Context: an optimization exercise on an open-source flow, tuned for small area, a short achievable clock period and few clock cycles. The choices shown serve that exercise and are no tape-out recipe.
In this exercise RTL edits were held to simulation tests only and were not proved equivalent to the original.
Power and IR drop assume default switching activity.

Design ppu_top, start of the top module:
module ppu_top
(
  input  logic        clk,
  input  logic        rst_n,
  input  logic        tile_wr_valid,           
  output logic        tile_wr_ready,
  input  logic [19:0] tile_wr,                 
  input  logic        tile_start,              
  output logic        busy,
  output logic        tile_done,
  output logic        task_valid,              
  input  logic        task_ready,
  output logic [24:0] task_data                
);
Size in the first run: about 430 flip-flops, ~54 I/O pins, ~21000 µm² of cells after synthesis.
==> flow/config.mk <==
export PLATFORM = sky130hd
export DESIGN_NAME = ppu_top
export DESIGN_NICKNAME = ppu_top
export VERILOG_FILES = /design/flow/design.v
export SDC_FILE = /design/flow/constraint.sdc
export NUM_CORES = 4
export LEC_CHECK = 0
export CAP_MARGIN = 20
export CORE_MARGIN = 2
export CORE_UTILIZATION = 40
export SLEW_MARGIN = 20
==> flow/constraint.sdc <==
create_clock -name core_clock -period 26.5 [get_ports {clk}]
set_input_delay 5.3000 -clock core_clock [delete_from_list [all_inputs] [get_ports {clk}]]
set_output_delay 5.3000 -clock core_clock [all_outputs]
set_load 0.01 [all_outputs]
standard.sh (not shown) runs the stock make flow with config.mk's settings and CLKGATE_MAP_FILE= SYNTH_SCRIPT=/design/flow/synth_recipe.tcl, a recipe that flattens the netlist after the stock synthesis.
==> flow/flow/run.sh <==
#!/bin/bash
# Standard layout; timing repair aimed at 20.7 ns of slack at the design's
# period, a clock tree of fewer, larger sink clusters without dummy loads, and
# plain buf_2 port buffers (timing repair resizes them where needed)
set -euo pipefail
bash standard.sh SETUP_SLACK_MARGIN=20.7 \
  "CTS_ARGS=-sink_clustering_enable -repair_clock_nets -dont_use_dummy_load -sink_clustering_size 24 -sink_clustering_max_diameter 90" \
  "BUFFER_PORTS_ARGS=-buffer_cell sky130_fd_sc_hd__buf_2" \
  > standard.log 2>&1
The first run completed without violations.
Testbench counts at the start, summed over its fixed seeds: cycles 6,720.
Rerun with:
==> flow/flow/run.sh (replaced) <==
#!/bin/bash
# Standard layout; timing repair aimed at 20.7 ns of slack at the design's
# period, and a clock tree without dummy balancing loads
set -euo pipefail
bash standard.sh SETUP_SLACK_MARGIN=20.7 \
  "CTS_ARGS=-sink_clustering_enable -repair_clock_nets -dont_use_dummy_load -sink_clustering_size 20 -sink_clustering_max_diameter 60" \
  > standard.log 2>&1
Sequential share of layout area shrinks by 1.1 points.
Utilization grows by 1.0 points.
Register-to-register slack improved by 0.10 ns.
Power grows by roughly a tenth.
Via count stays flat.
Die area does not change.
First-iteration DRC count grows by roughly a tenth.
Critical path depth does not change.
Worst setup slack improved by 0.072 ns.
Synthesized cell count stays the same.
Global-route usage grows by 0.56 points.
Rerun with:
==> flow/flow/run.sh (replaced) <==
#!/bin/bash
# Standard layout; timing repair aimed at 19.8 ns of slack at the design's
# period, and a clock tree of fewer, larger sink clusters without dummy loads
set -euo pipefail
bash standard.sh SETUP_SLACK_MARGIN=19.8 \
  "CTS_ARGS=-sink_clustering_enable -repair_clock_nets -dont_use_dummy_load -sink_clustering_size 24 -sink_clustering_max_diameter 90" \
  > standard.log 2>&1
The new run completed without violations. Critical path depth stays the same. Global-route usage falls by 0.82 points. Via count falls by about 0.5%. Cell area shrinks by about 3%. Count of clock-buffer cells in the layout falls by 18. Die area is unchanged. Area after synthesis is unchanged.
Rerun with:
--- a/flow/flow/run.sh
+++ b/flow/flow/run.sh
@@ -2 +2 @@
-# Standard layout; timing repair aimed at 19.8 ns of slack at the design's
+# Standard layout; timing repair aimed at 20.7 ns of slack at the design's
@@ -5 +5 @@
-bash standard.sh SETUP_SLACK_MARGIN=19.8 \
+bash standard.sh SETUP_SLACK_MARGIN=20.7 \
GPL_TIMING_DRIVEN = 0   (was unset)
Sequential cell count stays the same.
Synthesized cell count is unchanged.
Worst setup slack improves by 0.17 ns.
Non-clock buffer count came out higher by 84.
Core utilization came out higher by 1.5 points.
Via count came out higher by 7.1%.
Power came out higher by 3.2%.

---

== delta ==
ppu_top again, from the RTL that the note above started with.
// ppu_top
module ppu_top
(
  input  logic        clk,
  input  logic        rst_n,
  input  logic        tile_wr_valid,           
  output logic        tile_wr_ready,
  input  logic [19:0] tile_wr,                 
  input  logic        tile_start,              
  output logic        busy,
  output logic        tile_done,
  output logic        task_valid,              
  input  logic        task_ready,
  output logic [24:0] task_data                
);
  localparam int ROWS = 16;
  logic        rdy_q;                          
  logic        busy_q;
  logic        done_q;
  logic        tv_q;                           
  logic        mv_q;                           
  logic [4:0]  p_q;                            
  logic [24:0] t_q;                            
  logic        we, start_acc, en, stall, take_last;
  assign we        = tile_wr_valid && rdy_q;
  assign start_acc = tile_start && rdy_q;
  assign en        = !tv_q || task_ready;
  assign stall     = tv_q && !task_ready;
  assign take_last = tv_q && task_ready && t_q[0];
  logic        wv_q;
  logic [3:0]  wa_q;
  logic [15:0] wd_q;
  logic [3:0]  wk;                             
  logic [4:0]  wcnt;
  logic [15:0] fw;                             
  always_ff @(posedge clk) begin
    if (!rst_n) wv_q <= 1'b0;
    else        wv_q <= we;
    wa_q <= tile_wr[19:16];
    wd_q <= tile_wr[15:0];
  end
  always_comb
    for (int j = 0; j < ROWS; j++) fw[j] = wv_q && (wa_q == j);
  logic [15:0] pat [ROWS];
  always_ff @(posedge clk) begin
    for (int j = 0; j < ROWS; j++)
      if (fw[j]) pat[j] <= wd_q;
  end
  always_comb begin
    wcnt = '0;
    for (int b = 0; b < 16; b++) wcnt = wcnt + {4'd0, wd_q[b]};
  end
  assign wk = wcnt[3:0] - 4'd1;               
  logic [15:0] nz_q;                           
  logic [3:0]  pk_q [ROWS];                    
  always_ff @(posedge clk) begin
    if (!rst_n) nz_q <= '0;
    else if (wv_q) nz_q[wa_q] <= |wd_q;
  end
  always_ff @(posedge clk) begin
    for (int j = 0; j < ROWS; j++)
      if (fw[j]) pk_q[j] <= wk;
  end
  logic [15:0] qa;
  logic [15:0] hit_a;
  logic        hit_w;
  always_comb begin
    qa = fw[p_q[3:0]] ? wd_q : pat[p_q[3:0]];
    hit_w = ((wd_q & ~qa) == 16'h0);
    for (int j = 0; j < ROWS; j++)
  ...
Settings: LEC_CHECK=0, CAP_MARGIN=20, CORE_MARGIN=2, CORE_UTILIZATION=40, SLEW_MARGIN=20; clock period 26.5 ns.
==> flow/flow/run.sh <==
#!/bin/bash
# Standard layout; timing repair aimed at 20.0 ns of slack at the design's
# period, and a clock tree of fewer, larger sink clusters without dummy loads
set -euo pipefail
bash standard.sh SETUP_SLACK_MARGIN=20.0 \
  "CTS_ARGS=-sink_clustering_enable -repair_clock_nets -dont_use_dummy_load -sink_clustering_size 24 -sink_clustering_max_diameter 90" \
  > standard.log 2>&1
Testbench counts of delta, summed over its fixed seeds: cycles 6,720.
What harbor does differently from delta at the input level:
==> flow/flow/run.sh <==
#!/bin/bash
# Standard layout, with timing repair aimed at a slack of 20.7 ns at the design's period
set -euo pipefail
bash standard.sh SETUP_SLACK_MARGIN=20.7 > standard.log 2>&1
==> comparison <==
- harbor: final critical-path required period lower than delta
- delta → harbor: period utilization went down; delay of the slowest cell on the worst path went down; relative area of non-clock buffer cells in the final design went up.
- harbor vs delta: biggest fanout along the worst timing path up in harbor
- From delta to harbor the numbers moved as follows: total power up about 20%; setup slack increased by 0.043 ns relative to the old numbers; worst slew margin relative to its limit +5.8 points; combinational power was more or less identical; synthesis-to-layout area growth rose 5.5 points.
- Compared with delta, harbor shows cell count that has gone up by a few percent.
Changes in lagoon relative to harbor:
==> flow/flow/run.sh <==
#!/bin/bash
# Standard layout; timing repair aimed at 20.7 ns of slack at the design's
# period, and a clock tree of fewer, larger sink clusters without dummy loads
set -euo pipefail
bash standard.sh SETUP_SLACK_MARGIN=20.7 \
  "CTS_ARGS=-sink_clustering_enable -repair_clock_nets -dont_use_dummy_load -sink_clustering_size 24 -sink_clustering_max_diameter 90" \
  > standard.log 2>&1
[summary]
Sequential share of layout area, harbor and lagoon: higher on lagoon
lagoon vs harbor — final standard cell utilization of the core dropped 1.7 points.
Diff harbor..lagoon | share of the clock period used by the worst path after layout | negligible
Compared with harbor, lagoon improves routed wire length.
Input-level comparison between tundra and lagoon:
Settings: changing CORE_UTILIZATION from 40 to 50.
--- a/flow/flow/run.sh
+++ b/flow/flow/run.sh
@@ -5,3 +5,3 @@
 bash standard.sh SETUP_SLACK_MARGIN=20.7 \
-  "CTS_ARGS=-sink_clustering_enable -repair_clock_nets -dont_use_dummy_load -sink_clustering_size 24 -sink_clustering_max_diameter 90" \
+  "CTS_ARGS=-sink_clustering_enable -repair_clock_nets -dont_use_dummy_load -sink_clustering_size 28 -sink_clustering_max_diameter 100" \
   > standard.log 2>&1
Findings:
- Core region area: lower on tundra
- The signed area change from the synthesized netlist to the final layout of tundra is lower than that of lagoon.
- In the metrics for tundra and lagoon, the one carrying the higher die boundary height is lagoon.
- Cmp tundra vs lagoon: effective utilization at floorplan higher in tundra
- Between lagoon and tundra, met2 usage increased.
- Design area came out lower on tundra than on lagoon.

---

Starting RTL as in the previous note.
export LEC_CHECK = 0
export CAP_MARGIN = 10
export CORE_MARGIN = 2
export CORE_UTILIZATION = 40
export SLEW_MARGIN = 10
create_clock -name core_clock -period 26.5 [get_ports {clk}]
==> flow/flow/run.sh <==
#!/bin/bash
# Standard layout; timing repair aimed at 20.7 ns of slack at the design's
# period, a clock tree of fewer, larger sink clusters without dummy loads, and
# plain buf_2 port buffers (timing repair resizes them where needed)
set -euo pipefail
bash standard.sh SETUP_SLACK_MARGIN=20.7 \
  "CTS_ARGS=-sink_clustering_enable -repair_clock_nets -dont_use_dummy_load -sink_clustering_size 24 -sink_clustering_max_diameter 90" \
  "BUFFER_PORTS_ARGS=-buffer_cell sky130_fd_sc_hd__buf_2" \
  > standard.log 2>&1
The starting point completed with no timing, DRC or antenna violations.
Testbench counts at the start, summed over its fixed seeds: cycles 6,720.
Next try:
==> flow/run.sh (new file) <==
#!/bin/bash
# synth_recipe.tcl (not shown) runs the flow's synth.tcl, then flattens the netlist and writes it again
# the make line also repeats each setting of config.mk as NAME=value (left out here)
make -C /OpenROAD-flow-scripts/flow DESIGN_CONFIG=/design/flow/config.mk WORK_HOME=/design/flow/orfs CLKGATE_MAP_FILE= SYNTH_SCRIPT=/design/flow/synth_recipe.tcl finish
Settings changed: CAP_MARGIN 10 to 20, SLEW_MARGIN 10 to 20.
removed: flow/flow/run.sh
removed: flow/standard.sh
Outcome: Core utilization came out higher by 1.6 points; fmax came out lower by 5.7%; design area came out higher by 3.6%; power came out higher by 21%.
Next try:
==> flow/flow/run.sh (new file) <==
#!/bin/bash
# Standard layout; timing repair aimed at 20.2 ns of slack at the design's
# period, and a clock tree of fewer, larger sink clusters without dummy loads
set -euo pipefail
bash standard.sh SETUP_SLACK_MARGIN=20.2 \
  "CTS_ARGS=-sink_clustering_enable -repair_clock_nets -dont_use_dummy_load -sink_clustering_size 24 -sink_clustering_max_diameter 90" \
  > standard.log 2>&1
==> flow/standard.sh (new file) <==
#!/bin/bash
# synth_recipe.tcl (not shown) runs the flow's synth.tcl, then flattens the netlist and writes it again
# the make line also repeats each setting of config.mk as NAME=value (left out here)
make -C /OpenROAD-flow-scripts/flow DESIGN_CONFIG=/design/flow/config.mk WORK_HOME=/design/flow/orfs CLKGATE_MAP_FILE= SYNTH_SCRIPT=/design/flow/synth_recipe.tcl "${@:-finish}"
removed: flow/run.sh
After rerunning:
- The changed run passed the timing, DRC and antenna checks
- final cell count came out lower by 2.3%
- critical path depth fell by 15
- final area fell by 4.1%
- die area is unchanged
- hold slack improved by 0.0085 ns
- combinational power stays flat
- first-iteration DRC count is lower by 12%
- synthesized cell count stays the same
- non-clock buffer count came out higher by 3
Next try:
--- a/flow/flow/run.sh
+++ b/flow/flow/run.sh
@@ -2 +2 @@
-# Standard layout; timing repair aimed at 20.2 ns of slack at the design's
+# Standard layout; timing repair aimed at 20.7 ns of slack at the design's
@@ -5 +5 @@
-bash standard.sh SETUP_SLACK_MARGIN=20.2 \
+bash standard.sh SETUP_SLACK_MARGIN=20.7 \
Settings changed: CAP_MARGIN 20 to 10, SLEW_MARGIN 20 to 10.
First-iteration DRC count is about the same; cell count increases slightly; via count barely changes; critical path depth is unchanged; combinational power barely changes; synthesized cell count does not change; register-to-register slack is better by 0.51 ns; wire length increases slightly; design area increases slightly; power increases slightly.

---

ppu_top, a different RTL version from the one above (not shown whole).
Size in the first run: about 1800 cells after synthesis, roughly 430 flip-flops, ~54 I/O pins.
Design ppu_top, start of the top module:
module ppu_top
(
  input  logic        clk,
  input  logic        rst_n,
  input  logic        tile_wr_valid,           
  output logic        tile_wr_ready,
  input  logic [19:0] tile_wr,                 
  input  logic        tile_start,              
  output logic        busy,
  output logic        tile_done,
  output logic        task_valid,              
  input  logic        task_ready,
  output logic [24:0] task_data                
);
make LEC_CHECK=0 CAP_MARGIN=20 CORE_MARGIN=2 CORE_UTILIZATION=40 SLEW_MARGIN=20 finish   # period 26.5 ns
run.sh (not shown) runs the stock make flow with config.mk's settings and CLKGATE_MAP_FILE= SYNTH_SCRIPT=/design/flow/synth_recipe.tcl, a recipe that flattens the netlist after the stock synthesis.
Stock flow here: none of the scripts above is used.
Testbench counts at the start, summed over its fixed seeds: cycles 6,720.
Then changed:
==> flow/flow/run.sh (new file) <==
#!/bin/bash
# Standard layout; timing repair aimed at 20.7 ns of slack at the design's
# period, and a clock tree without dummy balancing loads
set -euo pipefail
bash standard.sh SETUP_SLACK_MARGIN=20.7 \
  "CTS_ARGS=-sink_clustering_enable -repair_clock_nets -dont_use_dummy_load -sink_clustering_size 20 -sink_clustering_max_diameter 60" \
  > standard.log 2>&1
==> flow/standard.sh (new file) <==
#!/bin/bash
# synth_recipe.tcl (not shown) runs the flow's synth.tcl, then flattens the netlist and writes it again
# the make line also repeats each setting of config.mk as NAME=value (left out here)
make -C /OpenROAD-flow-scripts/flow DESIGN_CONFIG=/design/flow/config.mk WORK_HOME=/design/flow/orfs CLKGATE_MAP_FILE= SYNTH_SCRIPT=/design/flow/synth_recipe.tcl "${@:-finish}"
removed: flow/run.sh
Outcome:
- cell area rose by 1.6%
- synthesized cell count is unchanged
- final cell count stays flat
- worst setup slack gets better by 0.45 ns
- global-route usage goes down by 3.1 points
- clock-buffer cell count decreases by 19
- non-clock buffer count rose by 58

port drivers added, routing unchanged:
In the flow no input, the clock included, has a driving cell. The finished layouts below were timed again as built, in two steps.
Step 1, drivers: a clkbuf_16 drives clk and a buf_2 each remaining input, both assumed.
Step 2 adds t to the input delays and takes it off the output delays; t is the mean of the earliest and latest rising clock arrival at the registers after step 1. Input paths then give back, and output paths get back, about the clock's delay inside the block.
Slacks: no drivers / after step 1 / after step 2; pairs: no drivers / after step 1.
run | shift t [ns] | setup WS [ns] | worst register clock-pin slew, ns | worst data-port slew with drivers (ns) | pins driven straight from the clock port
the first run of note 1 | 0.633 | 19.946 / 19.887 / 20.203 | 0.10 / 0.10 | 0.05 | 1
the second run of note 1 | 0.629 | 20.017 / 19.956 / 20.151 | 0.08 / 0.08 | 0.06 | 1
the third run of note 1 | 0.637 | 19.846 / 19.783 / 19.645 | 0.10 / 0.10 | 0.04 | 1
the fourth run of note 1 | 0.644 | 20.019 / 19.959 / 20.118 | 0.10 / 0.10 | 0.06 | 1
delta | 0.641 | 19.967 / 19.903 / 19.661 | 0.10 / 0.10 | 0.04 | 1
harbor | 0.659 | 20.009 / 19.948 / 20.111 | 0.07 / 0.07 | 0.06 | 1
lagoon | 0.641 | 20.009 / 19.948 / 20.148 | 0.10 / 0.10 | 0.06 | 1
tundra | 0.621 | 19.939 / 19.878 / 20.122 | 0.12 / 0.12 | 0.03 | 1
the first run of note 3 | 0.629 | 19.966 / 19.904 / 20.187 | 0.11 / 0.11 | 0.05 | 1
the second run of note 3 | 0.650 | 19.568 / 19.510 / 19.567 | 0.07 / 0.07 | 0.05 | 1
the third run of note 3 | 0.637 | 19.963 / 19.900 / 19.790 | 0.10 / 0.10 | 0.04 | 1
the fourth run of note 3 | 0.641 | 20.009 / 19.948 / 20.148 | 0.10 / 0.10 | 0.06 | 1
the first run of note 4 | 0.667 | 19.447 / 19.482 / 18.815 | 0.07 / 0.07 | 0.04 | 1
the second run of note 4 | 0.621 | 19.899 / 19.835 / 19.633 | 0.08 / 0.08 | 0.06 | 1
After both steps setup and hold are still met in every run listed. For the first run of note 4, which loses most, drivers alone change the setup slack by +0.035 ns; drivers and shift together by -0.632 ns.
